This design comes from an exercise in tuning for small area and a short achievable clock period on the open sky130 flow, not from production work. No functional check of the RTL was part of any run shown here.

## flow/design.v (module list and top-level ports; edited modules follow where they fit)
// module bfp_product_array: 494 lines
// module bfp_adder_tree: 246 lines
// module fp_normalize: 244 lines
// module bfp_dot_product: 60 lines
module bfp_dot_product (
    input  logic                    i_clk,
    input  logic                    i_reset_n,
    input  logic                    i_valid,
    input  logic [(8 + 16 * (3 + 1))-1:0] i_act,
    input  logic [(8 + 16 * (3 + 1))-1:0] i_weight,
    output logic                    o_valid,
    output logic [(1 + 8 + 23)-1:0]        o_result
);
  // ...
==> flow/flow/run.sh <==
#!/bin/bash
# Own layout flow: the standard ORFS flow, with these changes in how the layout is made:
#  - the port buffers are sky130_fd_sc_hd__buf_1 cells (buffer_ports picks a delay cell otherwise);
#  - synthesis skips the generic ABC pass inside Yosys's synth (SYNTH_ARGS=-noabc), so the
#    full adders are extracted from the design's own gates (fewer inverters); the script
#    is still synth_recipe.tcl, so registers keep their names and cell types;
#  - timing repair aims for extra setup slack (SETUP_SLACK_MARGIN), only on the worst endpoints.
# The clock period and constraints are the standard flow's, unchanged.
set -euo pipefail
export BUFFER_PORTS_ARGS="-buffer_cell sky130_fd_sc_hd__buf_1"
export SYNTH_ARGS="-noabc"
export SETUP_SLACK_MARGIN=6.9
export TNS_END_PERCENT=${TNS:-5}
export ABC_AREA=1
bash standard.sh > standard.log 2>&1
==> flow/standard.sh <==
#!/bin/bash
# synth_recipe.tcl (not shown) runs the flow's synth.tcl, then flattens the netlist and writes it again
# the make line also repeats each setting of config.mk as NAME=value (left out here)
make -C /OpenROAD-flow-scripts/flow DESIGN_CONFIG=/design/flow/config.mk WORK_HOME=/design/flow/orfs CLKGATE_MAP_FILE= SYNTH_SCRIPT=/design/flow/synth_recipe.tcl "${@:-finish}"
==> flow/config.mk <==
export PLATFORM = sky130hd
export DESIGN_NAME = bfp_dot_product
export DESIGN_NICKNAME = bfp_dot_product
export VERILOG_FILES = /design/flow/design.v
export SDC_FILE = /design/flow/constraint.sdc
export NUM_CORES = 4
export LEC_CHECK = 0
export CAP_MARGIN = 20
export CORE_MARGIN = 2
export CORE_UTILIZATION = 40
export SLEW_MARGIN = 20
==> flow/constraint.sdc <==
create_clock -name core_clock -period 10.5 [get_ports {i_clk}]
set_input_delay 2.1000 -clock core_clock [delete_from_list [all_inputs] [get_ports {i_clk}]]
set_output_delay 2.1000 -clock core_clock [all_outputs]
set_load 0.01 [all_outputs]
==> impl_metrics.py, run 1 <==
metrics = {
    "final_layout": {
        "clk_share_pct": 4.16,
        "multi_input_area_share_pct": 59.7,
        "top_regs": "bfp_product_array_inst.o_r (96), s3_res (21), s2_cut (16)",
        "largest_reg_flops": 96,
        "regMostFlops": "bfp_product_array_inst.o_r",
        "seq_area_share_pct": 21.7,
        "utilization_pct": 47.3,
        "multi_input_area_um2": 8600,
        "nClkBuffers": 18,
    },
    "placed_design": {
        "post_dp_cell_area_um2": 13800,
        "place.gp.congestion": 0.866,
        "place.port_buffers": 165,
    },
    "global_route": {
        "grt_pass1_wl_um": 47700,
        "first_global_vias": 9607,
        "antenna_found_initial": 0,
        "grtUsageTotal_pct": 19.6,
    },
    "outcome": {
        "status": "no timing/DRC/antenna violations",
    },
    "job": {
        "max-cap-violations": 0,
    },
    "worst_setup_path": {
        "cp-endpoint": "s2_cut[8]",
        "cp_data_required_time_ns": 10.81,
        "ff2ff_setup_slack_ns": 6.90,
    },
    "floorplanning": {
        "initial_core_util_pct": 40.4,
    },
    "yosys": {
        "synth-edff-count": 0,
        "ys.flop_type": "dfxtp_1",
    },
    "hold_path": {
        "whs_endpoint": "s2_e0[0]",
    },
    "clock_network": {
        "cts_tree": "built",
        "post_cts.repair.setup_buffers": 0,
    },
    "routing": {
        "drcViolationCount": 0,
    },
    "timing": {
        "setup_viol": 0,
    },
}
==> module bfp_adder_tree, before the edit <==
module bfp_adder_tree (
    input  logic [95:0] i_r,
    output logic [15:0] o_cut
);
    wire bs1, bc2;
    assign bs1 = i_r[2] ^ i_r[3] ^ i_r[4];
    assign bc2 = (i_r[2] & i_r[3]) | (i_r[2] & i_r[4]) | (i_r[3] & i_r[4]);
    wire bs3, bc4;
    assign bs3 = i_r[5] ^ i_r[6] ^ i_r[7];
    assign bc4 = (i_r[5] & i_r[6]) | (i_r[5] & i_r[7]) | (i_r[6] & i_r[7]);
    wire bs5, bc6;
    assign bs5 = i_r[8] ^ i_r[9] ^ i_r[10];
    assign bc6 = (i_r[8] & i_r[9]) | (i_r[8] & i_r[10]) | (i_r[9] & i_r[10]);
    wire bs7, bc8;
    assign bs7 = bs1 ^ bs3 ^ bs5;
    assign bc8 = (bs1 & bs3) | (bs1 & bs5) | (bs3 & bs5);
    wire bs9, bc10;
    assign bs9 = i_r[11] ^ i_r[12] ^ i_r[13];
    assign bc10 = (i_r[11] & i_r[12]) | (i_r[11] & i_r[13]) | (i_r[12] & i_r[13]);
    wire bs11, bc12;
    assign bs11 = i_r[14] ^ i_r[15] ^ i_r[16];
    assign bc12 = (i_r[14] & i_r[15]) | (i_r[14] & i_r[16]) | (i_r[15] & i_r[16]);
    wire bs13, bc14;
    assign bs13 = i_r[17] ^ i_r[18] ^ i_r[19];
    assign bc14 = (i_r[17] & i_r[18]) | (i_r[17] & i_r[19]) | (i_r[18] & i_r[19]);
    wire bs15, bc16;
    assign bs15 = i_r[20] ^ i_r[21] ^ i_r[22];
    assign bc16 = (i_r[20] & i_r[21]) | (i_r[20] & i_r[22]) | (i_r[21] & i_r[22]);
    wire bs17, bc18;
    assign bs17 = i_r[23] ^ i_r[24] ^ i_r[25];
    assign bc18 = (i_r[23] & i_r[24]) | (i_r[23] & i_r[25]) | (i_r[24] & i_r[25]);
    wire bs19, bc20;
    assign bs19 = i_r[26] ^ i_r[27] ^ bc2;
    assign bc20 = (i_r[26] & i_r[27]) | (i_r[26] & bc2) | (i_r[27] & bc2);
    wire bs21, bc22;
    assign bs21 = bc4 ^ bc6 ^ bs9;
    assign bc22 = (bc4 & bc6) | (bc4 & bs9) | (bc6 & bs9);
    wire bs23, bc24;
    assign bs23 = bs11 ^ bs13 ^ bs15;
    assign bc24 = (bs11 & bs13) | (bs11 & bs15) | (bs13 & bs15);
    wire bs25, bc26;
    assign bs25 = bs17 ^ bc8 ^ bs19;
    assign bc26 = (bs17 & bc8) | (bs17 & bs19) | (bc8 & bs19);
    wire bs27, bc28;
    assign bs27 = bs21 ^ bs23 ^ bs25;
    assign bc28 = (bs21 & bs23) | (bs21 & bs25) | (bs23 & bs25);
    wire bs29, bc30;
    assign bs29 = i_r[28] ^ i_r[29] ^ i_r[30];
    assign bc30 = (i_r[28] & i_r[29]) | (i_r[28] & i_r[30]) | (i_r[29] & i_r[30]);
    wire bs31, bc32;
    assign bs31 = i_r[31] ^ i_r[32] ^ i_r[33];
    assign bc32 = (i_r[31] & i_r[32]) | (i_r[31] & i_r[33]) | (i_r[32] & i_r[33]);
    wire bs33, bc34;
    assign bs33 = i_r[34] ^ i_r[35] ^ i_r[36];
    assign bc34 = (i_r[34] & i_r[35]) | (i_r[34] & i_r[36]) | (i_r[35] & i_r[36]);
    wire bs35, bc36;
    assign bs35 = i_r[37] ^ i_r[38] ^ i_r[39];
    assign bc36 = (i_r[37] & i_r[38]) | (i_r[37] & i_r[39]) | (i_r[38] & i_r[39]);
    wire bs37, bc38;
    assign bs37 = i_r[40] ^ i_r[41] ^ i_r[42];
    assign bc38 = (i_r[40] & i_r[41]) | (i_r[40] & i_r[42]) | (i_r[41] & i_r[42]);
    wire bs39, bc40;
    assign bs39 = i_r[43] ^ i_r[44] ^ i_r[45];
    assign bc40 = (i_r[43] & i_r[44]) | (i_r[43] & i_r[45]) | (i_r[44] & i_r[45]);
    wire bs41, bc42;
    assign bs41 = i_r[46] ^ i_r[47] ^ i_r[48];
    assign bc42 = (i_r[46] & i_r[47]) | (i_r[46] & i_r[48]) | (i_r[47] & i_r[48]);
    wire bs43, bc44;
    assign bs43 = i_r[49] ^ i_r[50] ^ i_r[51];
    assign bc44 = (i_r[49] & i_r[50]) | (i_r[49] & i_r[51]) | (i_r[50] & i_r[51]);
    wire bs45, bc46;
    assign bs45 = i_r[52] ^ i_r[53] ^ i_r[54];
    assign bc46 = (i_r[52] & i_r[53]) | (i_r[52] & i_r[54]) | (i_r[53] & i_r[54]);
    wire bs47, bc48;
    assign bs47 = bc10 ^ bc12 ^ bc14;
    assign bc48 = (bc10 & bc12) | (bc10 & bc14) | (bc12 & bc14);
    wire bs49, bc50;
    assign bs49 = bc16 ^ bc18 ^ bs29;
    assign bc50 = (bc16 & bc18) | (bc16 & bs29) | (bc18 & bs29);
    wire bs51, bc52;
    assign bs51 = bs31 ^ bs33 ^ bs35;
    assign bc52 = (bs31 & bs33) | (bs31 & bs35) | (bs33 & bs35);
    wire bs53, bc54;
    assign bs53 = bs37 ^ bs39 ^ bs41;
    assign bc54 = (bs37 & bs39) | (bs37 & bs41) | (bs39 & bs41);
    wire bs55, bc56;
    assign bs55 = bs43 ^ bs45 ^ bc20;
    assign bc56 = (bs43 & bs45) | (bs43 & bc20) | (bs45 & bc20);
    wire bs57, bc58;
    assign bs57 = bc22 ^ bc24 ^ bs47;
    assign bc58 = (bc22 & bc24) | (bc22 & bs47) | (bc24 & bs47);
    wire bs59, bc60;
    assign bs59 = bs49 ^ bs51 ^ bs53;
    assign bc60 = (bs49 & bs51) | (bs49 & bs53) | (bs51 & bs53);
    wire bs61, bc62;
    assign bs61 = bc26 ^ bs55 ^ bs57;
    assign bc62 = (bc26 & bs55) | (bc26 & bs57) | (bs55 & bs57);
    wire bs63, bc64;
    assign bs63 = bs59 ^ bc28 ^ bs61;
    assign bc64 = (bs59 & bc28) | (bs59 & bs61) | (bc28 & bs61);
    wire bs65, bc66;
    assign bs65 = i_r[55] ^ i_r[56] ^ i_r[57];
    assign bc66 = (i_r[55] & i_r[56]) | (i_r[55] & i_r[57]) | (i_r[56] & i_r[57]);
    wire bs67, bc68;
    assign bs67 = i_r[58] ^ i_r[59] ^ i_r[60];
    assign bc68 = (i_r[58] & i_r[59]) | (i_r[58] & i_r[60]) | (i_r[59] & i_r[60]);
    wire bs69, bc70;
    assign bs69 = i_r[61] ^ i_r[62] ^ i_r[63];
    assign bc70 = (i_r[61] & i_r[62]) | (i_r[61] & i_r[63]) | (i_r[62] & i_r[63]);
    wire bs71, bc72;
    assign bs71 = i_r[64] ^ i_r[65] ^ i_r[66];
    assign bc72 = (i_r[64] & i_r[65]) | (i_r[64] & i_r[66]) | (i_r[65] & i_r[66]);
    wire bs73, bc74;
    assign bs73 = i_r[67] ^ i_r[68] ^ i_r[69];
    assign bc74 = (i_r[67] & i_r[68]) | (i_r[67] & i_r[69]) | (i_r[68] & i_r[69]);
    wire bs75, bc76;
    assign bs75 = i_r[70] ^ i_r[71] ^ i_r[72];
    assign bc76 = (i_r[70] & i_r[71]) | (i_r[70] & i_r[72]) | (i_r[71] & i_r[72]);
    wire bs77, bc78;
    assign bs77 = i_r[73] ^ bc30 ^ bc32;
    assign bc78 = (i_r[73] & bc30) | (i_r[73] & bc32) | (bc30 & bc32);
    wire bs79, bc80;
    assign bs79 = bc34 ^ bc36 ^ bc38;
    assign bc80 = (bc34 & bc36) | (bc34 & bc38) | (bc36 & bc38);
    wire bs81, bc82;
    assign bs81 = bc40 ^ bc42 ^ bc44;
    assign bc82 = (bc40 & bc42) | (bc40 & bc44) | (bc42 & bc44);
    wire bs83, bc84;
    assign bs83 = bc46 ^ bs65 ^ bs67;
    assign bc84 = (bc46 & bs65) | (bc46 & bs67) | (bs65 & bs67);
    wire bs85, bc86;
    assign bs85 = bs69 ^ bs71 ^ bs73;
    assign bc86 = (bs69 & bs71) | (bs69 & bs73) | (bs71 & bs73);
    wire bs87, bc88;
    assign bs87 = bs75 ^ bc48 ^ bc50;
    assign bc88 = (bs75 & bc48) | (bs75 & bc50) | (bc48 & bc50);
    wire bs89, bc90;
    assign bs89 = bc52 ^ bc54 ^ bs77;
    assign bc90 = (bc52 & bc54) | (bc52 & bs77) | (bc54 & bs77);
    wire bs91, bc92;
    assign bs91 = bs79 ^ bs81 ^ bs83;
    assign bc92 = (bs79 & bs81) | (bs79 & bs83) | (bs81 & bs83);
    wire bs93, bc94;
    assign bs93 = bs85 ^ bc56 ^ bc58;
    assign bc94 = (bs85 & bc56) | (bs85 & bc58) | (bc56 & bc58);
    wire bs95, bc96;
    assign bs95 = bs87 ^ bs89 ^ bc60;
    assign bc96 = (bs87 & bs89) | (bs87 & bc60) | (bs89 & bc60);
    wire bs97, bc98;
    assign bs97 = bs91 ^ bc62 ^ bs93;
    assign bc98 = (bs91 & bc62) | (bs91 & bs93) | (bc62 & bs93);
    wire bs99, bc100;
    assign bs99 = bs95 ^ bc64 ^ bs97;
    assign bc100 = (bs95 & bc64) | (bs95 & bs97) | (bc64 & bs97);
    wire bs101, bc102;
    assign bs101 = i_r[74] ^ i_r[75] ^ i_r[76];
    assign bc102 = (i_r[74] & i_r[75]) | (i_r[74] & i_r[76]) | (i_r[75] & i_r[76]);
    wire bs103, bc104;
    assign bs103 = i_r[77] ^ i_r[78] ^ i_r[79];
    assign bc104 = (i_r[77] & i_r[78]) | (i_r[77] & i_r[79]) | (i_r[78] & i_r[79]);
    wire bs105, bc106;
    assign bs105 = bc66 ^ bc68 ^ bc70;
    assign bc106 = (bc66 & bc68) | (bc66 & bc70) | (bc68 & bc70);
    wire bs107, bc108;
    assign bs107 = bc72 ^ bc74 ^ bc76;
    assign bc108 = (bc72 & bc74) | (bc72 & bc76) | (bc74 & bc76);
    wire bs109, bc110;
    assign bs109 = bs101 ^ bs103 ^ bc78;
    assign bc110 = (bs101 & bs103) | (bs101 & bc78) | (bs103 & bc78);
    wire bs111, bc112;
    assign bs111 = bc80 ^ bc82 ^ bc84;
    assign bc112 = (bc80 & bc82) | (bc80 & bc84) | (bc82 & bc84);
    wire bs113, bc114;
    assign bs113 = bc86 ^ bs105 ^ bs107;
    assign bc114 = (bc86 & bs105) | (bc86 & bs107) | (bs105 & bs107);
    wire bs115, bc116;
    assign bs115 = bc88 ^ bc90 ^ bs109;
    assign bc116 = (bc88 & bc90) | (bc88 & bs109) | (bc90 & bs109);
    wire bs117, bc118;
    assign bs117 = bs111 ^ bs113 ^ bc92;
    assign bc118 = (bs111 & bs113) | (bs111 & bc92) | (bs113 & bc92);
    wire bs119, bc120;
    assign bs119 = bc94 ^ bs115 ^ bc96;
    assign bc120 = (bc94 & bs115) | (bc94 & bc96) | (bs115 & bc96);
    wire bs121, bc122;
    assign bs121 = bs117 ^ bc98 ^ bs119;
    assign bc122 = (bs117 & bc98) | (bs117 & bs119) | (bc98 & bs119);
    wire bs123, bc124;
    assign bs123 = i_r[80] ^ i_r[81] ^ i_r[82];
    assign bc124 = (i_r[80] & i_r[81]) | (i_r[80] & i_r[82]) | (i_r[81] & i_r[82]);
    wire bs125, bc126;
    assign bs125 = i_r[83] ^ i_r[84] ^ i_r[85];
    assign bc126 = (i_r[83] & i_r[84]) | (i_r[83] & i_r[85]) | (i_r[84] & i_r[85]);
    wire bs127, bc128;
    assign bs127 = i_r[86] ^ i_r[87] ^ bc102;
    assign bc128 = (i_r[86] & i_r[87]) | (i_r[86] & bc102) | (i_r[87] & bc102);
    wire bs129, bc130;
    assign bs129 = bc104 ^ bs123 ^ bs125;
    assign bc130 = (bc104 & bs123) | (bc104 & bs125) | (bs123 & bs125);
    wire bs131, bc132;
    assign bs131 = bc106 ^ bc108 ^ bs127;
    assign bc132 = (bc106 & bc108) | (bc106 & bs127) | (bc108 & bs127);
    wire bs133, bc134;
    assign bs133 = bs129 ^ bc110 ^ bc112;
    assign bc134 = (bs129 & bc110) | (bs129 & bc112) | (bc110 & bc112);
    wire bs135, bc136;
    assign bs135 = bc114 ^ bs131 ^ bc116;
    assign bc136 = (bc114 & bs131) | (bc114 & bc116) | (bs131 & bc116);
    wire bs137, bc138;
    assign bs137 = bs133 ^ bc118 ^ bs135;
    assign bc138 = (bs133 & bc118) | (bs133 & bs135) | (bc118 & bs135);
    wire bs139, bc140;
    assign bs139 = bc120 ^ bs137 ^ bc122;
    assign bc140 = (bc120 & bs137) | (bc120 & bc122) | (bs137 & bc122);
    wire bs141, bc142;
    assign bs141 = i_r[88] ^ i_r[89] ^ i_r[90];
    assign bc142 = (i_r[88] & i_r[89]) | (i_r[88] & i_r[90]) | (i_r[89] & i_r[90]);
    wire bs143, bc144;
    assign bs143 = i_r[91] ^ i_r[92] ^ i_r[93];
    assign bc144 = (i_r[91] & i_r[92]) | (i_r[91] & i_r[93]) | (i_r[92] & i_r[93]);
    wire bs145, bc146;
    assign bs145 = bc124 ^ bc126 ^ bs141;
    assign bc146 = (bc124 & bc126) | (bc124 & bs141) | (bc126 & bs141);
    wire bs147, bc148;
    assign bs147 = bs143 ^ bc128 ^ bc130;
    assign bc148 = (bs143 & bc128) | (bs143 & bc130) | (bc128 & bc130);
    wire bs149, bc150;
    assign bs149 = bs145 ^ bc132 ^ bs147;
    assign bc150 = (bs145 & bc132) | (bs145 & bs147) | (bc132 & bs147);
    wire bs151, bc152;
    assign bs151 = bc134 ^ bs149 ^ bc136;
    assign bc152 = (bc134 & bs149) | (bc134 & bc136) | (bs149 & bc136);
    wire bs153, bc154;
    assign bs153 = i_r[94] ^ i_r[95] ^ bc142;
    assign bc154 = (i_r[94] & i_r[95]) | (i_r[94] & bc142) | (i_r[95] & bc142);
    wire bs155, bc156;
    assign bs155 = bc144 ^ bc146 ^ bs153;
    assign bc156 = (bc144 & bc146) | (bc144 & bs153) | (bc146 & bs153);
    wire bs157, bc158;
    assign bs157 = bc148 ^ bs155 ^ bc150;
    assign bc158 = (bc148 & bs155) | (bc148 & bc150) | (bs155 & bc150);
    wire bs159, bc160;
    assign bs159 = bc154 ^ bc156 ^ bc158;
    assign bc160 = (bc154 & bc156) | (bc154 & bc158) | (bc156 & bc158);
    assign o_cut = {bc160, bs159, bs157, bc152, bc140, bs151, bc138, bs139, bs121, bc100, bs99, bs63, bs27, bs7, i_r[1], i_r[0]};
endmodule
==> module fp_normalize, before the edit <==
module fp_normalize (
    input  logic [15:0] i_cut,
    input  logic [9:0]  i_e0,
    output logic [20:0] o_res
);
    logic [10:0] x, y;
    logic [10:0] pos, negv;
    logic        neg;
    logic [9:0]  mag;
    logic [9:0]  lz;           
    logic [3:0]  p;
    logic [8:0]  frac;
    logic [9:0]  flmask, ovmask;
    logic [7:0]  e;
    logic        zero, flush, ovf;
    wire cs1, cc2;
    assign cs1 = i_cut[9] ^ i_cut[10];
    assign cc2 = i_cut[9] & i_cut[10];
    wire cs3, cc4;
    assign cs3 = i_cut[12] ^ i_cut[13];
    assign cc4 = i_cut[12] & i_cut[13];
    assign x = {i_cut[15], i_cut[14], cs3, cs1, i_cut[8], i_cut[6], i_cut[5], i_cut[4], i_cut[3], i_cut[2], i_cut[0]};
    assign y = {1'b0, cc4, cc2, i_cut[11], 1'b0, i_cut[7], 1'b0, 1'b0, 1'b0, 1'b0, i_cut[1]};
    logic [10:0] g0, p0, cy;
    assign g0 = x & y;
    assign p0 = x ^ y;
    logic [10:0] g1, p1;
    assign g1[0] = g0[0];
    assign p1[0] = p0[0];
    assign g1[1] = g0[1] | (p0[1] & g0[0]);
    assign p1[1] = p0[1] & p0[0];
    assign g1[2] = g0[2] | (p0[2] & g0[1]);
    assign p1[2] = p0[2] & p0[1];
    assign g1[3] = g0[3] | (p0[3] & g0[2]);
    assign p1[3] = p0[3] & p0[2];
    assign g1[4] = g0[4] | (p0[4] & g0[3]);
    assign p1[4] = p0[4] & p0[3];
    assign g1[5] = g0[5] | (p0[5] & g0[4]);
    assign p1[5] = p0[5] & p0[4];
    assign g1[6] = g0[6] | (p0[6] & g0[5]);
    assign p1[6] = p0[6] & p0[5];
    assign g1[7] = g0[7] | (p0[7] & g0[6]);
    assign p1[7] = p0[7] & p0[6];
    assign g1[8] = g0[8] | (p0[8] & g0[7]);
    assign p1[8] = p0[8] & p0[7];
    assign g1[9] = g0[9] | (p0[9] & g0[8]);
    assign p1[9] = p0[9] & p0[8];
    assign g1[10] = g0[10] | (p0[10] & g0[9]);
    assign p1[10] = p0[10] & p0[9];
    logic [10:0] g2, p2;
    assign g2[0] = g1[0];
    assign p2[0] = p1[0];
    assign g2[1] = g1[1];
    assign p2[1] = p1[1];
    assign g2[2] = g1[2] | (p1[2] & g1[0]);
    assign p2[2] = p1[2] & p1[0];
    assign g2[3] = g1[3] | (p1[3] & g1[1]);
    assign p2[3] = p1[3] & p1[1];
    assign g2[4] = g1[4] | (p1[4] & g1[2]);
    assign p2[4] = p1[4] & p1[2];
    assign g2[5] = g1[5] | (p1[5] & g1[3]);
    assign p2[5] = p1[5] & p1[3];
    assign g2[6] = g1[6] | (p1[6] & g1[4]);
    assign p2[6] = p1[6] & p1[4];
    assign g2[7] = g1[7] | (p1[7] & g1[5]);
    assign p2[7] = p1[7] & p1[5];
    assign g2[8] = g1[8] | (p1[8] & g1[6]);
    assign p2[8] = p1[8] & p1[6];
    assign g2[9] = g1[9] | (p1[9] & g1[7]);
    assign p2[9] = p1[9] & p1[7];
    assign g2[10] = g1[10] | (p1[10] & g1[8]);
    assign p2[10] = p1[10] & p1[8];
    logic [10:0] g3, p3;
    assign g3[0] = g2[0];
    assign p3[0] = p2[0];
    assign g3[1] = g2[1];
    assign p3[1] = p2[1];
    assign g3[2] = g2[2];
    assign p3[2] = p2[2];
    assign g3[3] = g2[3];
    assign p3[3] = p2[3];
    assign g3[4] = g2[4] | (p2[4] & g2[0]);
    assign p3[4] = p2[4] & p2[0];
    assign g3[5] = g2[5] | (p2[5] & g2[1]);
    assign p3[5] = p2[5] & p2[1];
    assign g3[6] = g2[6] | (p2[6] & g2[2]);
    assign p3[6] = p2[6] & p2[2];
    assign g3[7] = g2[7] | (p2[7] & g2[3]);
    assign p3[7] = p2[7] & p2[3];
    assign g3[8] = g2[8] | (p2[8] & g2[4]);
    assign p3[8] = p2[8] & p2[4];
    assign g3[9] = g2[9] | (p2[9] & g2[5]);
    assign p3[9] = p2[9] & p2[5];
    assign g3[10] = g2[10] | (p2[10] & g2[6]);
    assign p3[10] = p2[10] & p2[6];
    logic [10:0] g4, p4;
    assign g4[0] = g3[0];
    assign p4[0] = p3[0];
    assign g4[1] = g3[1];
    assign p4[1] = p3[1];
    assign g4[2] = g3[2];
    assign p4[2] = p3[2];
    assign g4[3] = g3[3];
    assign p4[3] = p3[3];
    assign g4[4] = g3[4];
    assign p4[4] = p3[4];
    assign g4[5] = g3[5];
    assign p4[5] = p3[5];
    assign g4[6] = g3[6];
    assign p4[6] = p3[6];
    assign g4[7] = g3[7];
    assign p4[7] = p3[7];
    assign g4[8] = g3[8] | (p3[8] & g3[0]);
    assign p4[8] = p3[8] & p3[0];
    assign g4[9] = g3[9] | (p3[9] & g3[1]);
    assign p4[9] = p3[9] & p3[1];
    assign g4[10] = g3[10] | (p3[10] & g3[2]);
    assign p4[10] = p3[10] & p3[2];
    assign cy  = {g4[9:0], 1'b0};
    assign pos = p0 ^ cy;
    logic [9:0] zt, lowz;
    assign zt = p0[9:0] ^ {g0[8:0] | p0[8:0], 1'b0};
    always_comb begin
        lowz[0] = 1'b1;
        for (int i = 1; i < 10; i++) lowz[i] = lowz[i-1] & ~zt[i-1];
    end
    assign negv = {1'b0, pos[9:0] ^ ~lowz};
    assign neg  = ~pos[10];
    logic [9:0] lzp, lzn;
    always_comb begin
        for (int k = 0; k < 10; k++) begin
            lzp[k] = pos[k];
            lzn[k] = negv[k];
            for (int j = k + 1; j < 10; j++) begin
                lzp[k] = lzp[k] & ~pos[j];
                lzn[k] = lzn[k] & ~negv[j];
            end
        end
    end
    assign mag = neg ? negv[9:0] : pos[9:0];
    assign lz  = neg ? lzn : lzp;
    always_comb begin
        frac = '0;
        for (int k = 1; k < 10; k++)
            for (int j = 0; j < k; j++)
                frac[8-j] = frac[8-j] | (lz[k] & mag[k-1-j]);
    end
    always_comb begin
        p = '0;
        for (int k = 0; k < 10; k++) p = p | ({4{lz[k]}} & 4'(k));
    end
    logic ge255, near255, le0;
    logic [4:0] elo;
    logic [3:0] ehi1;
    assign ge255   = ~i_e0[9] & (i_e0[8] | (&i_e0[7:0]));
    assign near255 = ~i_e0[9] & ~i_e0[8] & (&i_e0[7:4]);        
    assign le0     = i_e0[9] | ~|i_e0;
    logic [4:0] elok [10];
    assign flmask[0] = le0 & (i_e0[9] ? 1'b1 : 1'b1);
    assign ovmask[0] = ge255 | (near255 & ((i_e0[3:0] == 4'd15)));
    assign flmask[1] = le0 & (i_e0[9] ? 1'b1 : 1'b0);
    assign ovmask[1] = ge255 | (near255 & ((i_e0[3:0] == 4'd14) | (i_e0[3:0] == 4'd15)));
    assign flmask[2] = le0 & (i_e0[9] ? ((i_e0[2:0] == 3'd0) | (i_e0[2:0] == 3'd1) | (i_e0[2:0] == 3'd2) | (i_e0[2:0] == 3'd3) | (i_e0[2:0] == 3'd4) | (i_e0[2:0] == 3'd5) | (i_e0[2:0] == 3'd6)) : 1'b0);
    assign ovmask[2] = ge255 | (near255 & ((i_e0[3:0] == 4'd13) | (i_e0[3:0] == 4'd14) | (i_e0[3:0] == 4'd15)));
    assign flmask[3] = le0 & (i_e0[9] ? ((i_e0[2:0] == 3'd0) | (i_e0[2:0] == 3'd1) | (i_e0[2:0] == 3'd2) | (i_e0[2:0] == 3'd3) | (i_e0[2:0] == 3'd4) | (i_e0[2:0] == 3'd5)) : 1'b0);
    assign ovmask[3] = ge255 | (near255 & ((i_e0[3:0] == 4'd12) | (i_e0[3:0] == 4'd13) | (i_e0[3:0] == 4'd14) | (i_e0[3:0] == 4'd15)));
    assign flmask[4] = le0 & (i_e0[9] ? ((i_e0[2:0] == 3'd0) | (i_e0[2:0] == 3'd1) | (i_e0[2:0] == 3'd2) | (i_e0[2:0] == 3'd3) | (i_e0[2:0] == 3'd4)) : 1'b0);
    assign ovmask[4] = ge255 | (near255 & ((i_e0[3:0] == 4'd11) | (i_e0[3:0] == 4'd12) | (i_e0[3:0] == 4'd13) | (i_e0[3:0] == 4'd14) | (i_e0[3:0] == 4'd15)));
    assign flmask[5] = le0 & (i_e0[9] ? ((i_e0[2:0] == 3'd0) | (i_e0[2:0] == 3'd1) | (i_e0[2:0] == 3'd2) | (i_e0[2:0] == 3'd3)) : 1'b0);
    assign ovmask[5] = ge255 | (near255 & ((i_e0[3:0] == 4'd10) | (i_e0[3:0] == 4'd11) | (i_e0[3:0] == 4'd12) | (i_e0[3:0] == 4'd13) | (i_e0[3:0] == 4'd14) | (i_e0[3:0] == 4'd15)));
    assign flmask[6] = le0 & (i_e0[9] ? ((i_e0[2:0] == 3'd0) | (i_e0[2:0] == 3'd1) | (i_e0[2:0] == 3'd2)) : 1'b0);
    assign ovmask[6] = ge255 | (near255 & ((i_e0[3:0] == 4'd9) | (i_e0[3:0] == 4'd10) | (i_e0[3:0] == 4'd11) | (i_e0[3:0] == 4'd12) | (i_e0[3:0] == 4'd13) | (i_e0[3:0] == 4'd14) | (i_e0[3:0] == 4'd15)));
    assign flmask[7] = le0 & (i_e0[9] ? ((i_e0[2:0] == 3'd0) | (i_e0[2:0] == 3'd1)) : 1'b0);
    assign ovmask[7] = ge255 | (near255 & ((i_e0[3:0] == 4'd8) | (i_e0[3:0] == 4'd9) | (i_e0[3:0] == 4'd10) | (i_e0[3:0] == 4'd11) | (i_e0[3:0] == 4'd12) | (i_e0[3:0] == 4'd13) | (i_e0[3:0] == 4'd14) | (i_e0[3:0] == 4'd15)));
    assign flmask[8] = le0 & (i_e0[9] ? ((i_e0[2:0] == 3'd0)) : 1'b0);
    assign ovmask[8] = ge255 | (near255 & ((i_e0[3:0] == 4'd7) | (i_e0[3:0] == 4'd8) | (i_e0[3:0] == 4'd9) | (i_e0[3:0] == 4'd10) | (i_e0[3:0] == 4'd11) | (i_e0[3:0] == 4'd12) | (i_e0[3:0] == 4'd13) | (i_e0[3:0] == 4'd14) | (i_e0[3:0] == 4'd15)));
    assign flmask[9] = le0 & (i_e0[9] ? 1'b0 : 1'b0);
    assign ovmask[9] = ge255 | (near255 & ((i_e0[3:0] == 4'd6) | (i_e0[3:0] == 4'd7) | (i_e0[3:0] == 4'd8) | (i_e0[3:0] == 4'd9) | (i_e0[3:0] == 4'd10) | (i_e0[3:0] == 4'd11) | (i_e0[3:0] == 4'd12) | (i_e0[3:0] == 4'd13) | (i_e0[3:0] == 4'd14) | (i_e0[3:0] == 4'd15)));
    assign elok[0][0] = ((i_e0[3:0] == 4'd1) | (i_e0[3:0] == 4'd3) | (i_e0[3:0] == 4'd5) | (i_e0[3:0] == 4'd7) | (i_e0[3:0] == 4'd9) | (i_e0[3:0] == 4'd11) | (i_e0[3:0] == 4'd13) | (i_e0[3:0] == 4'd15));
    assign elok[0][1] = ((i_e0[3:0] == 4'd2) | (i_e0[3:0] == 4'd3) | (i_e0[3:0] == 4'd6) | (i_e0[3:0] == 4'd7) | (i_e0[3:0] == 4'd10) | (i_e0[3:0] == 4'd11) | (i_e0[3:0] == 4'd14) | (i_e0[3:0] == 4'd15));
    assign elok[0][2] = ((i_e0[3:0] == 4'd4) | (i_e0[3:0] == 4'd5) | (i_e0[3:0] == 4'd6) | (i_e0[3:0] == 4'd7) | (i_e0[3:0] == 4'd12) | (i_e0[3:0] == 4'd13) | (i_e0[3:0] == 4'd14) | (i_e0[3:0] == 4'd15));
    assign elok[0][3] = ((i_e0[3:0] == 4'd8) | (i_e0[3:0] == 4'd9) | (i_e0[3:0] == 4'd10) | (i_e0[3:0] == 4'd11) | (i_e0[3:0] == 4'd12) | (i_e0[3:0] == 4'd13) | (i_e0[3:0] == 4'd14) | (i_e0[3:0] == 4'd15));
    assign elok[0][4] = 1'b0;
    assign elok[1][0] = ((i_e0[3:0] == 4'd0) | (i_e0[3:0] == 4'd2) | (i_e0[3:0] == 4'd4) | (i_e0[3:0] == 4'd6) | (i_e0[3:0] == 4'd8) | (i_e0[3:0] == 4'd10) | (i_e0[3:0] == 4'd12) | (i_e0[3:0] == 4'd14));
    assign elok[1][1] = ((i_e0[3:0] == 4'd1) | (i_e0[3:0] == 4'd2) | (i_e0[3:0] == 4'd5) | (i_e0[3:0] == 4'd6) | (i_e0[3:0] == 4'd9) | (i_e0[3:0] == 4'd10) | (i_e0[3:0] == 4'd13) | (i_e0[3:0] == 4'd14));
    assign elok[1][2] = ((i_e0[3:0] == 4'd3) | (i_e0[3:0] == 4'd4) | (i_e0[3:0] == 4'd5) | (i_e0[3:0] == 4'd6) | (i_e0[3:0] == 4'd11) | (i_e0[3:0] == 4'd12) | (i_e0[3:0] == 4'd13) | (i_e0[3:0] == 4'd14));
    assign elok[1][3] = ((i_e0[3:0] == 4'd7) | (i_e0[3:0] == 4'd8) | (i_e0[3:0] == 4'd9) | (i_e0[3:0] == 4'd10) | (i_e0[3:0] == 4'd11) | (i_e0[3:0] == 4'd12) | (i_e0[3:0] == 4'd13) | (i_e0[3:0] == 4'd14));
    assign elok[1][4] = ((i_e0[3:0] == 4'd15));
    assign elok[2][0] = ((i_e0[3:0] == 4'd1) | (i_e0[3:0] == 4'd3) | (i_e0[3:0] == 4'd5) | (i_e0[3:0] == 4'd7) | (i_e0[3:0] == 4'd9) | (i_e0[3:0] == 4'd11) | (i_e0[3:0] == 4'd13) | (i_e0[3:0] == 4'd15));
    assign elok[2][1] = ((i_e0[3:0] == 4'd0) | (i_e0[3:0] == 4'd1) | (i_e0[3:0] == 4'd4) | (i_e0[3:0] == 4'd5) | (i_e0[3:0] == 4'd8) | (i_e0[3:0] == 4'd9) | (i_e0[3:0] == 4'd12) | (i_e0[3:0] == 4'd13));
    assign elok[2][2] = ((i_e0[3:0] == 4'd2) | (i_e0[3:0] == 4'd3) | (i_e0[3:0] == 4'd4) | (i_e0[3:0] == 4'd5) | (i_e0[3:0] == 4'd10) | (i_e0[3:0] == 4'd11) | (i_e0[3:0] == 4'd12) | (i_e0[3:0] == 4'd13));
    assign elok[2][3] = ((i_e0[3:0] == 4'd6) | (i_e0[3:0] == 4'd7) | (i_e0[3:0] == 4'd8) | (i_e0[3:0] == 4'd9) | (i_e0[3:0] == 4'd10) | (i_e0[3:0] == 4'd11) | (i_e0[3:0] == 4'd12) | (i_e0[3:0] == 4'd13));
    assign elok[2][4] = ((i_e0[3:0] == 4'd14) | (i_e0[3:0] == 4'd15));
    assign elok[3][0] = ((i_e0[3:0] == 4'd0) | (i_e0[3:0] == 4'd2) | (i_e0[3:0] == 4'd4) | (i_e0[3:0] == 4'd6) | (i_e0[3:0] == 4'd8) | (i_e0[3:0] == 4'd10) | (i_e0[3:0] == 4'd12) | (i_e0[3:0] == 4'd14));
    assign elok[3][1] = ((i_e0[3:0] == 4'd0) | (i_e0[3:0] == 4'd3) | (i_e0[3:0] == 4'd4) | (i_e0[3:0] == 4'd7) | (i_e0[3:0] == 4'd8) | (i_e0[3:0] == 4'd11) | (i_e0[3:0] == 4'd12) | (i_e0[3:0] == 4'd15));
    assign elok[3][2] = ((i_e0[3:0] == 4'd1) | (i_e0[3:0] == 4'd2) | (i_e0[3:0] == 4'd3) | (i_e0[3:0] == 4'd4) | (i_e0[3:0] == 4'd9) | (i_e0[3:0] == 4'd10) | (i_e0[3:0] == 4'd11) | (i_e0[3:0] == 4'd12));
    assign elok[3][3] = ((i_e0[3:0] == 4'd5) | (i_e0[3:0] == 4'd6) | (i_e0[3:0] == 4'd7) | (i_e0[3:0] == 4'd8) | (i_e0[3:0] == 4'd9) | (i_e0[3:0] == 4'd10) | (i_e0[3:0] == 4'd11) | (i_e0[3:0] == 4'd12));
    assign elok[3][4] = ((i_e0[3:0] == 4'd13) | (i_e0[3:0] == 4'd14) | (i_e0[3:0] == 4'd15));
    assign elok[4][0] = ((i_e0[3:0] == 4'd1) | (i_e0[3:0] == 4'd3) | (i_e0[3:0] == 4'd5) | (i_e0[3:0] == 4'd7) | (i_e0[3:0] == 4'd9) | (i_e0[3:0] == 4'd11) | (i_e0[3:0] == 4'd13) | (i_e0[3:0] == 4'd15));
    assign elok[4][1] = ((i_e0[3:0] == 4'd2) | (i_e0[3:0] == 4'd3) | (i_e0[3:0] == 4'd6) | (i_e0[3:0] == 4'd7) | (i_e0[3:0] == 4'd10) | (i_e0[3:0] == 4'd11) | (i_e0[3:0] == 4'd14) | (i_e0[3:0] == 4'd15));
    assign elok[4][2] = ((i_e0[3:0] == 4'd0) | (i_e0[3:0] == 4'd1) | (i_e0[3:0] == 4'd2) | (i_e0[3:0] == 4'd3) | (i_e0[3:0] == 4'd8) | (i_e0[3:0] == 4'd9) | (i_e0[3:0] == 4'd10) | (i_e0[3:0] == 4'd11));
    assign elok[4][3] = ((i_e0[3:0] == 4'd4) | (i_e0[3:0] == 4'd5) | (i_e0[3:0] == 4'd6) | (i_e0[3:0] == 4'd7) | (i_e0[3:0] == 4'd8) | (i_e0[3:0] == 4'd9) | (i_e0[3:0] == 4'd10) | (i_e0[3:0] == 4'd11));
    assign elok[4][4] = ((i_e0[3:0] == 4'd12) | (i_e0[3:0] == 4'd13) | (i_e0[3:0] == 4'd14) | (i_e0[3:0] == 4'd15));
    assign elok[5][0] = ((i_e0[3:0] == 4'd0) | (i_e0[3:0] == 4'd2) | (i_e0[3:0] == 4'd4) | (i_e0[3:0] == 4'd6) | (i_e0[3:0] == 4'd8) | (i_e0[3:0] == 4'd10) | (i_e0[3:0] == 4'd12) | (i_e0[3:0] == 4'd14));
    assign elok[5][1] = ((i_e0[3:0] == 4'd1) | (i_e0[3:0] == 4'd2) | (i_e0[3:0] == 4'd5) | (i_e0[3:0] == 4'd6) | (i_e0[3:0] == 4'd9) | (i_e0[3:0] == 4'd10) | (i_e0[3:0] == 4'd13) | (i_e0[3:0] == 4'd14));
    assign elok[5][2] = ((i_e0[3:0] == 4'd0) | (i_e0[3:0] == 4'd1) | (i_e0[3:0] == 4'd2) | (i_e0[3:0] == 4'd7) | (i_e0[3:0] == 4'd8) | (i_e0[3:0] == 4'd9) | (i_e0[3:0] == 4'd10) | (i_e0[3:0] == 4'd15));
    assign elok[5][3] = ((i_e0[3:0] == 4'd3) | (i_e0[3:0] == 4'd4) | (i_e0[3:0] == 4'd5) | (i_e0[3:0] == 4'd6) | (i_e0[3:0] == 4'd7) | (i_e0[3:0] == 4'd8) | (i_e0[3:0] == 4'd9) | (i_e0[3:0] == 4'd10));
    assign elok[5][4] = ((i_e0[3:0] == 4'd11) | (i_e0[3:0] == 4'd12) | (i_e0[3:0] == 4'd13) | (i_e0[3:0] == 4'd14) | (i_e0[3:0] == 4'd15));
    assign elok[6][0] = ((i_e0[3:0] == 4'd1) | (i_e0[3:0] == 4'd3) | (i_e0[3:0] == 4'd5) | (i_e0[3:0] == 4'd7) | (i_e0[3:0] == 4'd9) | (i_e0[3:0] == 4'd11) | (i_e0[3:0] == 4'd13) | (i_e0[3:0] == 4'd15));
    assign elok[6][1] = ((i_e0[3:0] == 4'd0) | (i_e0[3:0] == 4'd1) | (i_e0[3:0] == 4'd4) | (i_e0[3:0] == 4'd5) | (i_e0[3:0] == 4'd8) | (i_e0[3:0] == 4'd9) | (i_e0[3:0] == 4'd12) | (i_e0[3:0] == 4'd13));
    assign elok[6][2] = ((i_e0[3:0] == 4'd0) | (i_e0[3:0] == 4'd1) | (i_e0[3:0] == 4'd6) | (i_e0[3:0] == 4'd7) | (i_e0[3:0] == 4'd8) | (i_e0[3:0] == 4'd9) | (i_e0[3:0] == 4'd14) | (i_e0[3:0] == 4'd15));
    assign elok[6][3] = ((i_e0[3:0] == 4'd2) | (i_e0[3:0] == 4'd3) | (i_e0[3:0] == 4'd4) | (i_e0[3:0] == 4'd5) | (i_e0[3:0] == 4'd6) | (i_e0[3:0] == 4'd7) | (i_e0[3:0] == 4'd8) | (i_e0[3:0] == 4'd9));
    assign elok[6][4] = ((i_e0[3:0] == 4'd10) | (i_e0[3:0] == 4'd11) | (i_e0[3:0] == 4'd12) | (i_e0[3:0] == 4'd13) | (i_e0[3:0] == 4'd14) | (i_e0[3:0] == 4'd15));
    assign elok[7][0] = ((i_e0[3:0] == 4'd0) | (i_e0[3:0] == 4'd2) | (i_e0[3:0] == 4'd4) | (i_e0[3:0] == 4'd6) | (i_e0[3:0] == 4'd8) | (i_e0[3:0] == 4'd10) | (i_e0[3:0] == 4'd12) | (i_e0[3:0] == 4'd14));
    assign elok[7][1] = ((i_e0[3:0] == 4'd0) | (i_e0[3:0] == 4'd3) | (i_e0[3:0] == 4'd4) | (i_e0[3:0] == 4'd7) | (i_e0[3:0] == 4'd8) | (i_e0[3:0] == 4'd11) | (i_e0[3:0] == 4'd12) | (i_e0[3:0] == 4'd15));
    assign elok[7][2] = ((i_e0[3:0] == 4'd0) | (i_e0[3:0] == 4'd5) | (i_e0[3:0] == 4'd6) | (i_e0[3:0] == 4'd7) | (i_e0[3:0] == 4'd8) | (i_e0[3:0] == 4'd13) | (i_e0[3:0] == 4'd14) | (i_e0[3:0] == 4'd15));
    assign elok[7][3] = ((i_e0[3:0] == 4'd1) | (i_e0[3:0] == 4'd2) | (i_e0[3:0] == 4'd3) | (i_e0[3:0] == 4'd4) | (i_e0[3:0] == 4'd5) | (i_e0[3:0] == 4'd6) | (i_e0[3:0] == 4'd7) | (i_e0[3:0] == 4'd8));
    assign elok[7][4] = ((i_e0[3:0] == 4'd9) | (i_e0[3:0] == 4'd10) | (i_e0[3:0] == 4'd11) | (i_e0[3:0] == 4'd12) | (i_e0[3:0] == 4'd13) | (i_e0[3:0] == 4'd14) | (i_e0[3:0] == 4'd15));
    assign elok[8][0] = ((i_e0[3:0] == 4'd1) | (i_e0[3:0] == 4'd3) | (i_e0[3:0] == 4'd5) | (i_e0[3:0] == 4'd7) | (i_e0[3:0] == 4'd9) | (i_e0[3:0] == 4'd11) | (i_e0[3:0] == 4'd13) | (i_e0[3:0] == 4'd15));
    assign elok[8][1] = ((i_e0[3:0] == 4'd2) | (i_e0[3:0] == 4'd3) | (i_e0[3:0] == 4'd6) | (i_e0[3:0] == 4'd7) | (i_e0[3:0] == 4'd10) | (i_e0[3:0] == 4'd11) | (i_e0[3:0] == 4'd14) | (i_e0[3:0] == 4'd15));
    assign elok[8][2] = ((i_e0[3:0] == 4'd4) | (i_e0[3:0] == 4'd5) | (i_e0[3:0] == 4'd6) | (i_e0[3:0] == 4'd7) | (i_e0[3:0] == 4'd12) | (i_e0[3:0] == 4'd13) | (i_e0[3:0] == 4'd14) | (i_e0[3:0] == 4'd15));
    assign elok[8][3] = ((i_e0[3:0] == 4'd0) | (i_e0[3:0] == 4'd1) | (i_e0[3:0] == 4'd2) | (i_e0[3:0] == 4'd3) | (i_e0[3:0] == 4'd4) | (i_e0[3:0] == 4'd5) | (i_e0[3:0] == 4'd6) | (i_e0[3:0] == 4'd7));
    assign elok[8][4] = ((i_e0[3:0] == 4'd8) | (i_e0[3:0] == 4'd9) | (i_e0[3:0] == 4'd10) | (i_e0[3:0] == 4'd11) | (i_e0[3:0] == 4'd12) | (i_e0[3:0] == 4'd13) | (i_e0[3:0] == 4'd14) | (i_e0[3:0] == 4'd15));
    assign elok[9][0] = ((i_e0[3:0] == 4'd0) | (i_e0[3:0] == 4'd2) | (i_e0[3:0] == 4'd4) | (i_e0[3:0] == 4'd6) | (i_e0[3:0] == 4'd8) | (i_e0[3:0] == 4'd10) | (i_e0[3:0] == 4'd12) | (i_e0[3:0] == 4'd14));
    assign elok[9][1] = ((i_e0[3:0] == 4'd1) | (i_e0[3:0] == 4'd2) | (i_e0[3:0] == 4'd5) | (i_e0[3:0] == 4'd6) | (i_e0[3:0] == 4'd9) | (i_e0[3:0] == 4'd10) | (i_e0[3:0] == 4'd13) | (i_e0[3:0] == 4'd14));
    assign elok[9][2] = ((i_e0[3:0] == 4'd3) | (i_e0[3:0] == 4'd4) | (i_e0[3:0] == 4'd5) | (i_e0[3:0] == 4'd6) | (i_e0[3:0] == 4'd11) | (i_e0[3:0] == 4'd12) | (i_e0[3:0] == 4'd13) | (i_e0[3:0] == 4'd14));
    assign elok[9][3] = ((i_e0[3:0] == 4'd0) | (i_e0[3:0] == 4'd1) | (i_e0[3:0] == 4'd2) | (i_e0[3:0] == 4'd3) | (i_e0[3:0] == 4'd4) | (i_e0[3:0] == 4'd5) | (i_e0[3:0] == 4'd6) | (i_e0[3:0] == 4'd15));
    assign elok[9][4] = ((i_e0[3:0] == 4'd7) | (i_e0[3:0] == 4'd8) | (i_e0[3:0] == 4'd9) | (i_e0[3:0] == 4'd10) | (i_e0[3:0] == 4'd11) | (i_e0[3:0] == 4'd12) | (i_e0[3:0] == 4'd13) | (i_e0[3:0] == 4'd14) | (i_e0[3:0] == 4'd15));
    assign ehi1[0] = ((i_e0[7:4] == 4'd0) | (i_e0[7:4] == 4'd2) | (i_e0[7:4] == 4'd4) | (i_e0[7:4] == 4'd6) | (i_e0[7:4] == 4'd8) | (i_e0[7:4] == 4'd10) | (i_e0[7:4] == 4'd12) | (i_e0[7:4] == 4'd14));
    assign ehi1[1] = ((i_e0[7:4] == 4'd1) | (i_e0[7:4] == 4'd2) | (i_e0[7:4] == 4'd5) | (i_e0[7:4] == 4'd6) | (i_e0[7:4] == 4'd9) | (i_e0[7:4] == 4'd10) | (i_e0[7:4] == 4'd13) | (i_e0[7:4] == 4'd14));
    assign ehi1[2] = ((i_e0[7:4] == 4'd3) | (i_e0[7:4] == 4'd4) | (i_e0[7:4] == 4'd5) | (i_e0[7:4] == 4'd6) | (i_e0[7:4] == 4'd11) | (i_e0[7:4] == 4'd12) | (i_e0[7:4] == 4'd13) | (i_e0[7:4] == 4'd14));
    assign ehi1[3] = ((i_e0[7:4] == 4'd7) | (i_e0[7:4] == 4'd8) | (i_e0[7:4] == 4'd9) | (i_e0[7:4] == 4'd10) | (i_e0[7:4] == 4'd11) | (i_e0[7:4] == 4'd12) | (i_e0[7:4] == 4'd13) | (i_e0[7:4] == 4'd14));
    always_comb begin
        elo = '0;
        for (int k = 0; k < 10; k++) elo = elo | ({5{lz[k]}} & elok[k]);
    end
    assign e     = {elo[4] ? ehi1 : i_e0[7:4], elo[3:0]};
    assign zero  = ~|lz;
    assign flush = |(lz & flmask);
    assign ovf   = |(lz & ovmask);
    always_comb begin
        o_res = {zero | flush, zero | flush | ovf, ovf, neg, e, frac};
    end
endmodule
==> module bfp_dot_product, before the edit <==
module bfp_dot_product (
    input  logic                    i_clk,
    input  logic                    i_reset_n,
    input  logic                    i_valid,
    input  logic [(8 + 16 * (3 + 1))-1:0] i_act,
    input  logic [(8 + 16 * (3 + 1))-1:0] i_weight,
    output logic                    o_valid,
    output logic [(1 + 8 + 23)-1:0]        o_result
);
    logic        v1, v2;
    logic [95:0] s1_r;
    logic [8:0] s1_exp;
    logic [15:0] cut;
    logic [15:0] s2_cut;
    logic [9:0]  s2_e0;
    logic [20:0] res;
    logic [20:0] s3_res;
    always_ff @(posedge i_clk or negedge i_reset_n) begin
        if (!i_reset_n) begin
            v1      <= 1'b0;
            v2      <= 1'b0;
            o_valid <= 1'b0;
        end else begin
            v1      <= i_valid;
            v2      <= v1;
            o_valid <= v2;
        end
    end
    bfp_product_array bfp_product_array_inst (
        .i_clk    (i_clk),
        .i_act    (i_act),
        .i_weight (i_weight),
        .o_r      (s1_r),
        .o_exp    (s1_exp)
    );
    bfp_adder_tree bfp_adder_tree_inst (
        .i_r      (s1_r),
        .o_cut   (cut)
    );
    always_ff @(posedge i_clk) begin
        s2_cut <= cut;
        s2_e0  <= {1'b0, s1_exp} - 10'd6;
    end
    fp_normalize fp_normalize_inst (
        .i_cut (s2_cut),
        .i_e0  (s2_e0),
        .o_res (res)
    );
    always_ff @(posedge i_clk) begin
        s3_res <= res;
    end
    logic kill, killf, inf;
    assign kill     = s3_res[20];
    assign killf    = s3_res[19];       
    assign inf      = s3_res[18];
    assign o_result = {s3_res[17] & ~kill,
                       (s3_res[16:9] | {8{inf}}) & ~{8{kill}},
                       s3_res[8:0] & ~{9{killf}},
                       14'h0};
endmodule
==> run 2, diff against run 1 <==
--- a/flow/design.v
+++ b/flow/design.v
@@ -501,3 +501,3 @@
     input  logic [95:0] i_r,
-    output logic [15:0] o_cut
+    output logic [17:0] o_cut
 );
@@ -684,62 +684,56 @@
     wire bs121, bc122;
-    assign bs121 = bs117 ^ bc98 ^ bs119;
-    assign bc122 = (bs117 & bc98) | (bs117 & bs119) | (bc98 & bs119);
+    assign bs121 = i_r[80] ^ i_r[81] ^ i_r[82];
+    assign bc122 = (i_r[80] & i_r[81]) | (i_r[80] & i_r[82]) | (i_r[81] & i_r[82]);
     wire bs123, bc124;
-    assign bs123 = i_r[80] ^ i_r[81] ^ i_r[82];
-    assign bc124 = (i_r[80] & i_r[81]) | (i_r[80] & i_r[82]) | (i_r[81] & i_r[82]);
+    assign bs123 = i_r[83] ^ i_r[84] ^ i_r[85];
+    assign bc124 = (i_r[83] & i_r[84]) | (i_r[83] & i_r[85]) | (i_r[84] & i_r[85]);
     wire bs125, bc126;
-    assign bs125 = i_r[83] ^ i_r[84] ^ i_r[85];
-    assign bc126 = (i_r[83] & i_r[84]) | (i_r[83] & i_r[85]) | (i_r[84] & i_r[85]);
+    assign bs125 = i_r[86] ^ i_r[87] ^ bc102;
+    assign bc126 = (i_r[86] & i_r[87]) | (i_r[86] & bc102) | (i_r[87] & bc102);
     wire bs127, bc128;
-    assign bs127 = i_r[86] ^ i_r[87] ^ bc102;
-    assign bc128 = (i_r[86] & i_r[87]) | (i_r[86] & bc102) | (i_r[87] & bc102);
+    assign bs127 = bc104 ^ bs121 ^ bs123;
+    assign bc128 = (bc104 & bs121) | (bc104 & bs123) | (bs121 & bs123);
     wire bs129, bc130;
-    assign bs129 = bc104 ^ bs123 ^ bs125;
-    assign bc130 = (bc104 & bs123) | (bc104 & bs125) | (bs123 & bs125);
+    assign bs129 = bc106 ^ bc108 ^ bs125;
+    assign bc130 = (bc106 & bc108) | (bc106 & bs125) | (bc108 & bs125);
     wire bs131, bc132;
-    assign bs131 = bc106 ^ bc108 ^ bs127;
-    assign bc132 = (bc106 & bc108) | (bc106 & bs127) | (bc108 & bs127);
+    assign bs131 = bs127 ^ bc110 ^ bc112;
+    assign bc132 = (bs127 & bc110) | (bs127 & bc112) | (bc110 & bc112);
     wire bs133, bc134;
-    assign bs133 = bs129 ^ bc110 ^ bc112;
-    assign bc134 = (bs129 & bc110) | (bs129 & bc112) | (bc110 & bc112);
+    assign bs133 = bc114 ^ bs129 ^ bc116;
+    assign bc134 = (bc114 & bs129) | (bc114 & bc116) | (bs129 & bc116);
     wire bs135, bc136;
-    assign bs135 = bc114 ^ bs131 ^ bc116;
-    assign bc136 = (bc114 & bs131) | (bc114 & bc116) | (bs131 & bc116);
+    assign bs135 = bs131 ^ bc118 ^ bs133;
+    assign bc136 = (bs131 & bc118) | (bs131 & bs133) | (bc118 & bs133);
     wire bs137, bc138;
-    assign bs137 = bs133 ^ bc118 ^ bs135;
-    assign bc138 = (bs133 & bc118) | (bs133 & bs135) | (bc118 & bs135);
+    assign bs137 = i_r[88] ^ i_r[89] ^ i_r[90];
+    assign bc138 = (i_r[88] & i_r[89]) | (i_r[88] & i_r[90]) | (i_r[89] & i_r[90]);
     wire bs139, bc140;
-    assign bs139 = bc120 ^ bs137 ^ bc122;
-    assign bc140 = (bc120 & bs137) | (bc120 & bc122) | (bs137 & bc122);
+    assign bs139 = i_r[91] ^ i_r[92] ^ i_r[93];
+    assign bc140 = (i_r[91] & i_r[92]) | (i_r[91] & i_r[93]) | (i_r[92] & i_r[93]);
     wire bs141, bc142;
-    assign bs141 = i_r[88] ^ i_r[89] ^ i_r[90];
-    assign bc142 = (i_r[88] & i_r[89]) | (i_r[88] & i_r[90]) | (i_r[89] & i_r[90]);
+    assign bs141 = bc122 ^ bc124 ^ bs137;
+    assign bc142 = (bc122 & bc124) | (bc122 & bs137) | (bc124 & bs137);
     wire bs143, bc144;
-    assign bs143 = i_r[91] ^ i_r[92] ^ i_r[93];
-    assign bc144 = (i_r[91] & i_r[92]) | (i_r[91] & i_r[93]) | (i_r[92] & i_r[93]);
+    assign bs143 = bs139 ^ bc126 ^ bc128;
+    assign bc144 = (bs139 & bc126) | (bs139 & bc128) | (bc126 & bc128);
     wire bs145, bc146;
-    assign bs145 = bc124 ^ bc126 ^ bs141;
-    assign bc146 = (bc124 & bc126) | (bc124 & bs141) | (bc126 & bs141);
+    assign bs145 = bs141 ^ bc130 ^ bs143;
+    assign bc146 = (bs141 & bc130) | (bs141 & bs143) | (bc130 & bs143);
     wire bs147, bc148;
-    assign bs147 = bs143 ^ bc128 ^ bc130;
-    assign bc148 = (bs143 & bc128) | (bs143 & bc130) | (bc128 & bc130);
+    assign bs147 = bc132 ^ bs145 ^ bc134;
+    assign bc148 = (bc132 & bs145) | (bc132 & bc134) | (bs145 & bc134);
     wire bs149, bc150;
-    assign bs149 = bs145 ^ bc132 ^ bs147;
-    assign bc150 = (bs145 & bc132) | (bs145 & bs147) | (bc132 & bs147);
+    assign bs149 = i_r[94] ^ i_r[95] ^ bc138;
+    assign bc150 = (i_r[94] & i_r[95]) | (i_r[94] & bc138) | (i_r[95] & bc138);
     wire bs151, bc152;
-    assign bs151 = bc134 ^ bs149 ^ bc136;
-    assign bc152 = (bc134 & bs149) | (bc134 & bc136) | (bs149 & bc136);
+    assign bs151 = bc140 ^ bc142 ^ bs149;
+    assign bc152 = (bc140 & bc142) | (bc140 & bs149) | (bc142 & bs149);
     wire bs153, bc154;
-    assign bs153 = i_r[94] ^ i_r[95] ^ bc142;
-    assign bc154 = (i_r[94] & i_r[95]) | (i_r[94] & bc142) | (i_r[95] & bc142);
+    assign bs153 = bc144 ^ bs151 ^ bc146;
+    assign bc154 = (bc144 & bs151) | (bc144 & bc146) | (bs151 & bc146);
     wire bs155, bc156;
-    assign bs155 = bc144 ^ bc146 ^ bs153;
-    assign bc156 = (bc144 & bc146) | (bc144 & bs153) | (bc146 & bs153);
-    wire bs157, bc158;
-    assign bs157 = bc148 ^ bs155 ^ bc150;
-    assign bc158 = (bc148 & bs155) | (bc148 & bc150) | (bs155 & bc150);
-    wire bs159, bc160;
-    assign bs159 = bc154 ^ bc156 ^ bc158;
-    assign bc160 = (bc154 & bc156) | (bc154 & bc158) | (bc156 & bc158);
-    assign o_cut = {bc160, bs159, bs157, bc152, bc140, bs151, bc138, bs139, bs121, bc100, bs99, bs63, bs27, bs7, i_r[1], i_r[0]};
+    assign bs155 = bc150 ^ bc152 ^ bc154;
+    assign bc156 = (bc150 & bc152) | (bc150 & bc154) | (bc152 & bc154);
+    assign o_cut = {bc156, bs155, bs153, bc148, bs147, bc136, bs135, bc120, bc100, bs119, bc98, bs117, bs99, bs63, bs27, bs7, i_r[1], i_r[0]};
 endmodule
@@ -749,3 +743,3 @@
 module fp_normalize (
-    input  logic [15:0] i_cut,
+    input  logic [17:0] i_cut,
     input  logic [9:0]  i_e0,
@@ -764,9 +758,18 @@
     wire cs1, cc2;
-    assign cs1 = i_cut[9] ^ i_cut[10];
-    assign cc2 = i_cut[9] & i_cut[10];
+    assign cs1 = i_cut[6] ^ i_cut[7];
+    assign cc2 = i_cut[6] & i_cut[7];
     wire cs3, cc4;
-    assign cs3 = i_cut[12] ^ i_cut[13];
-    assign cc4 = i_cut[12] & i_cut[13];
-    assign x = {i_cut[15], i_cut[14], cs3, cs1, i_cut[8], i_cut[6], i_cut[5], i_cut[4], i_cut[3], i_cut[2], i_cut[0]};
-    assign y = {1'b0, cc4, cc2, i_cut[11], 1'b0, i_cut[7], 1'b0, 1'b0, 1'b0, 1'b0, i_cut[1]};
+    assign cs3 = cs1 ^ i_cut[8];
+    assign cc4 = cs1 & i_cut[8];
+    wire cs5, cc6;
+    assign cs5 = i_cut[10] ^ i_cut[11] ^ cc2;
+    assign cc6 = (i_cut[10] & i_cut[11]) | (i_cut[10] & cc2) | (i_cut[11] & cc2);
+    wire cs7, cc8;
+    assign cs7 = i_cut[12] ^ i_cut[13];
+    assign cc8 = i_cut[12] & i_cut[13];
+    wire cs9, cc10;
+    assign cs9 = i_cut[14] ^ i_cut[15];
+    assign cc10 = i_cut[14] & i_cut[15];
+    assign x = {i_cut[17], i_cut[16], cs9, cs7, cs5, cs3, i_cut[5], i_cut[4], i_cut[3], i_cut[2], i_cut[0]};
+    assign y = {1'b0, cc10, cc8, cc6, cc4, i_cut[9], 1'b0, 1'b0, 1'b0, 1'b0, i_cut[1]};
     logic [10:0] g0, p0, cy;
@@ -1007,4 +1010,4 @@
     logic [8:0] s1_exp;
-    logic [15:0] cut;
-    logic [15:0] s2_cut;
+    logic [17:0] cut;
+    logic [17:0] s2_cut;
     logic [9:0]  s2_e0;
--- a/flow/flow/run.sh
+++ b/flow/flow/run.sh
@@ -11,3 +11,3 @@
 export SYNTH_ARGS="-noabc"
-export SETUP_SLACK_MARGIN=6.9
+export SETUP_SLACK_MARGIN=7.2
 export TNS_END_PERCENT=${TNS:-5}
==> impl_metrics.py, run 2 <==
metrics = {
    "outcome": {
        "status": "no timing/DRC/antenna violations",
    },
    "final_layout": {
        "diodes": 0,
        "final_cell_mix": "nand2_1, inv_1, fa_1",
        "top_regs": "bfp_product_array_inst.o_r (96), s3_res (21), s2_cut (18)",
        "regMostFlops": "bfp_product_array_inst.o_r",
        "largest_reg_flops": 96,
        "design_area_um2": 15300,
        "utilization_pct": 50.2,
        "syn2layout_area_growth_pct": 23.5,
        "layout_commonest_cell": "nand2_1",
        "drive_gt1_share_pct": 16.5,
        "final_nets": 2017,
        "final_cells": 2067,
    },
    "timing": {
        "whs_ns": 0.325,
        "finalCritPeriodShare_pct": 32.3,
        "finalMaxSlewViolations": 0,
        "fmax_mhz": 294,
        "tns_ns": 0,
        "worst_pin_slew_ns": 0.671,
        "maxSlewHeadroom_pct": 54.8,
        "grt_setup_unrepaired": "yes",
        "hold_viol": 0,
        "skew_ns": 0.0157,
        "setup_ws_ns": 7.10,
        "setup_viol": 0,
        "min_period_ns": 3.40,
    },
    "routing": {
        "viasPerCell": 4.64,
        "dr_total_vias": 9593,
        "drt_iter0_markers": 452,
        "wirelength_um": 30700,
        "drcViolationCount": 0,
        "wl_per_cell_um": 14.9,
        "ant_nets": 0,
        "drtPass1Iterations": 5,
    },
    "worst_setup_path": {
        "cp_slowest_stage_delay_ns": 0.53,
        "cp.arrival_ns": 3.70,
        "startpoint_type": "primary input",
        "path_class": "primary input to flop",
        "path_cells": "buf_4, inv_8, or2_4, nand2_8, nor2_1, fa_1, fa_1",
        "timing.rr.start": "bfp_product_array_inst.o_r[12]",
        "crit_path_end_kind": "flop",
        "cpMostUsedCell": "fa_1",
        "ff2ff_setup_slack_ns": 7.16,
        "path_max_fanout": 5,
        "rr_endpoint": "s2_cut[5]",
        "cp_slowest_cell": "fa_1",
        "cp_data_required_time_ns": 10.80,
        "rr_worst_depth": 6,
    },
    "clock_network": {
        "cts_tree": "built",
        "cts.reportedPaths.clkPinSlew_ns": 0.07,
        "clock_insertion_delay_worst_skew_ns": 0.44,
        "h-tree-depth": 4,
        "cts_root_buf": "clkbuf_16",
        "clockBufferDepth": 2,
        "cts_made_buffers": 17,
        "cts.sinks": 157,
    },
    "floorplanning": {
        "row_count": 64,
        "initial_core_util_pct": 40.6,
        "die_x_um": 180,
        "die-area_um2": 32500,
        "core_region_area_um2": 30600,
        "fp.dieH_um": 180,
        "ios": 180,
    },
    "global_route": {
        "first_global_vias": 9576,
        "overflow": 0,
        "antenna_found_initial": 0,
        "grtUsageTotal_pct": 19.3,
        "grt_max_degree": 21,
        "grt_pass1_wl_um": 49000,
    },
    "yosys": {
        "synth_cells": 1439,
        "ys.flop_type": "dfxtp_1",
        "synth.most_common_cell": "nand2_1",
        "synth_seq_area_share_pct": 25.4,
        "synth_area_leaders": "fa_1, dfxtp_1, nand2_1",
        "synth_seq_cells": 157,
        "netlist.area_leader.share_pct": 28.4,
        "yosys.area.top_type": "fa_1",
        "synthesis.area_um2": 12400,
        "syn_avg_cell_area_um2": 8.63,
        "synth-edff-count": 0,
        "synthArstFlopShare_pct": 1.91,
        "synth.distinct_cells": 50,
        "yosys_warnings": 4,
        "synth_common_cells": "nand2_1, inv_1, fa_1, dfxtp_1, nor2_1",
    },
    "hold_path": {
        "hp-start": "bfp_product_array_inst.o_exp[0]",
        "whs_endpoint": "s2_e0[0]",
        "holdPathStages": 0,
        "hp-class": "flop to flop",
    },
    "placed_design": {
        "post_dp_cell_area_um2": 13900,
        "place.port_buffers": 165,
        "dp_slack_ns": 6.55,
        "post-place-cells": 1988,
        "place.gp.congestion": 0.874,
        "dp_hpwl_um": 25900,
    },
    "job": {
        "max-cap-violations": 0,
    },
}
-- run 2: cell types whose count changed after synthesis, moves of 5 or more --
| cell | before | now |
|---|---|---|
| nand3_1 | 72 | 61 |
| o21ai_0 | 24 | 31 |
| nand2_2 | 8 | 24 |
| nand2_1 | 359 | 327 |
| nor2_1 | 130 | 119 |
| inv_1 | 248 | 253 |
-- run 2: final cells by class --
type	instances	area, µm²
repair buffers	210	996
clock inverters	15	204
flip-flops and latches	157	3160
clock buffers	17	425
fillers	2954	15200
multi-input cells	1008	9030
well taps	396	495
inverters	264	1030
-- run 2: critical path, delay by kind of cell --
family	cells	cell delay, ns
simple gates	3	0.42
buf+inv	2	0.14
fa+ha+maj	2	1.04
-- run 2: routing by layer --
layer / up-vias / GRT usage [%] / share of wire, %
li1: 4733 / - / -
met1: 4630 / 22.4 / 40
met5: - / 0 / 0
met3: 39 / 2.89 / 2.9
met4: 0 / 6.23 / 2.8
met2: 191 / 36.1 / 54
-- run 2: worst max-delay path by stage --
stage                  from                            end  slack, ns  cells after the start
3_5_place_dp   i_weight[15]  bfp_product_array_inst.o_r[8]       6.55                      7
5_1_grt        i_weight[47]  bfp_product_array_inst.o_r[9]       7.07                      7
2_1_floorplan  i_weight[31]  bfp_product_array_inst.o_r[9]       6.85                      6
3_3_place_gp   i_weight[31]  bfp_product_array_inst.o_r[9]       6.59                      7
6_report       i_weight[15]  bfp_product_array_inst.o_r[6]       7.10                      7
4_1_cts        i_weight[43]  bfp_product_array_inst.o_r[9]       7.11                      7
-- run 2: repair_timing --
item	CTS	global route
gates resized for setup	24	78
pin swaps	23	58
hold buffers	0	0
setup endpoints to repair	63	71
buffers inserted	18	27
cloned	1	1
-- run 2: kinds of logic after synthesis --
| group | after synthesis | synth area share, % |
|---|---|---|
| compound gates | 64 | 2.99 |
| xor+xnor | 101 | 7.24 |
| fa+ha+maj | 212 | 32.0 |
| buf+inv | 289 | 9.62 |
| flops | 157 | 25.4 |
| other cells | 1 | 0.0302 |
| simple gates | 615 | 22.7 |

[what the ideal ports hide]
No port has a modelled driver above. Below, the same layouts with a new extraction and two added sets of constraints.
Step 1 (the two cells are an assumption about what drives the block):
set clk [get_ports {i_clk}]
set_driving_cell -lib_cell sky130_fd_sc_hd__clkbuf_16 $clk
set_driving_cell -lib_cell sky130_fd_sc_hd__buf_2 [delete_from_list [all_inputs] $clk]
Step 2 times the ports against the registers' clock, not the clock port: input delays grow and output delays shrink by t, the midpoint of the rising clock arrivals with the driver on.
a / b / c = ideal ports / drivers / drivers and shift; a / b = the first two.
| run | t (ns) | setup WS [ns] | slew at the worst register clock pin (ns) |
|---|---|---|---|
| run 1 | 0.476 | 6.901 / 6.901 / 6.571 | 0.07 / 0.07 |
| run 2 | 0.475 | 7.103 / 7.111 / 6.636 | 0.08 / 0.08 |
After both steps every run listed still meets setup and hold. For run 2, which loses most, drivers alone change the setup slack by +0.008 ns; drivers and shift together by -0.467 ns.
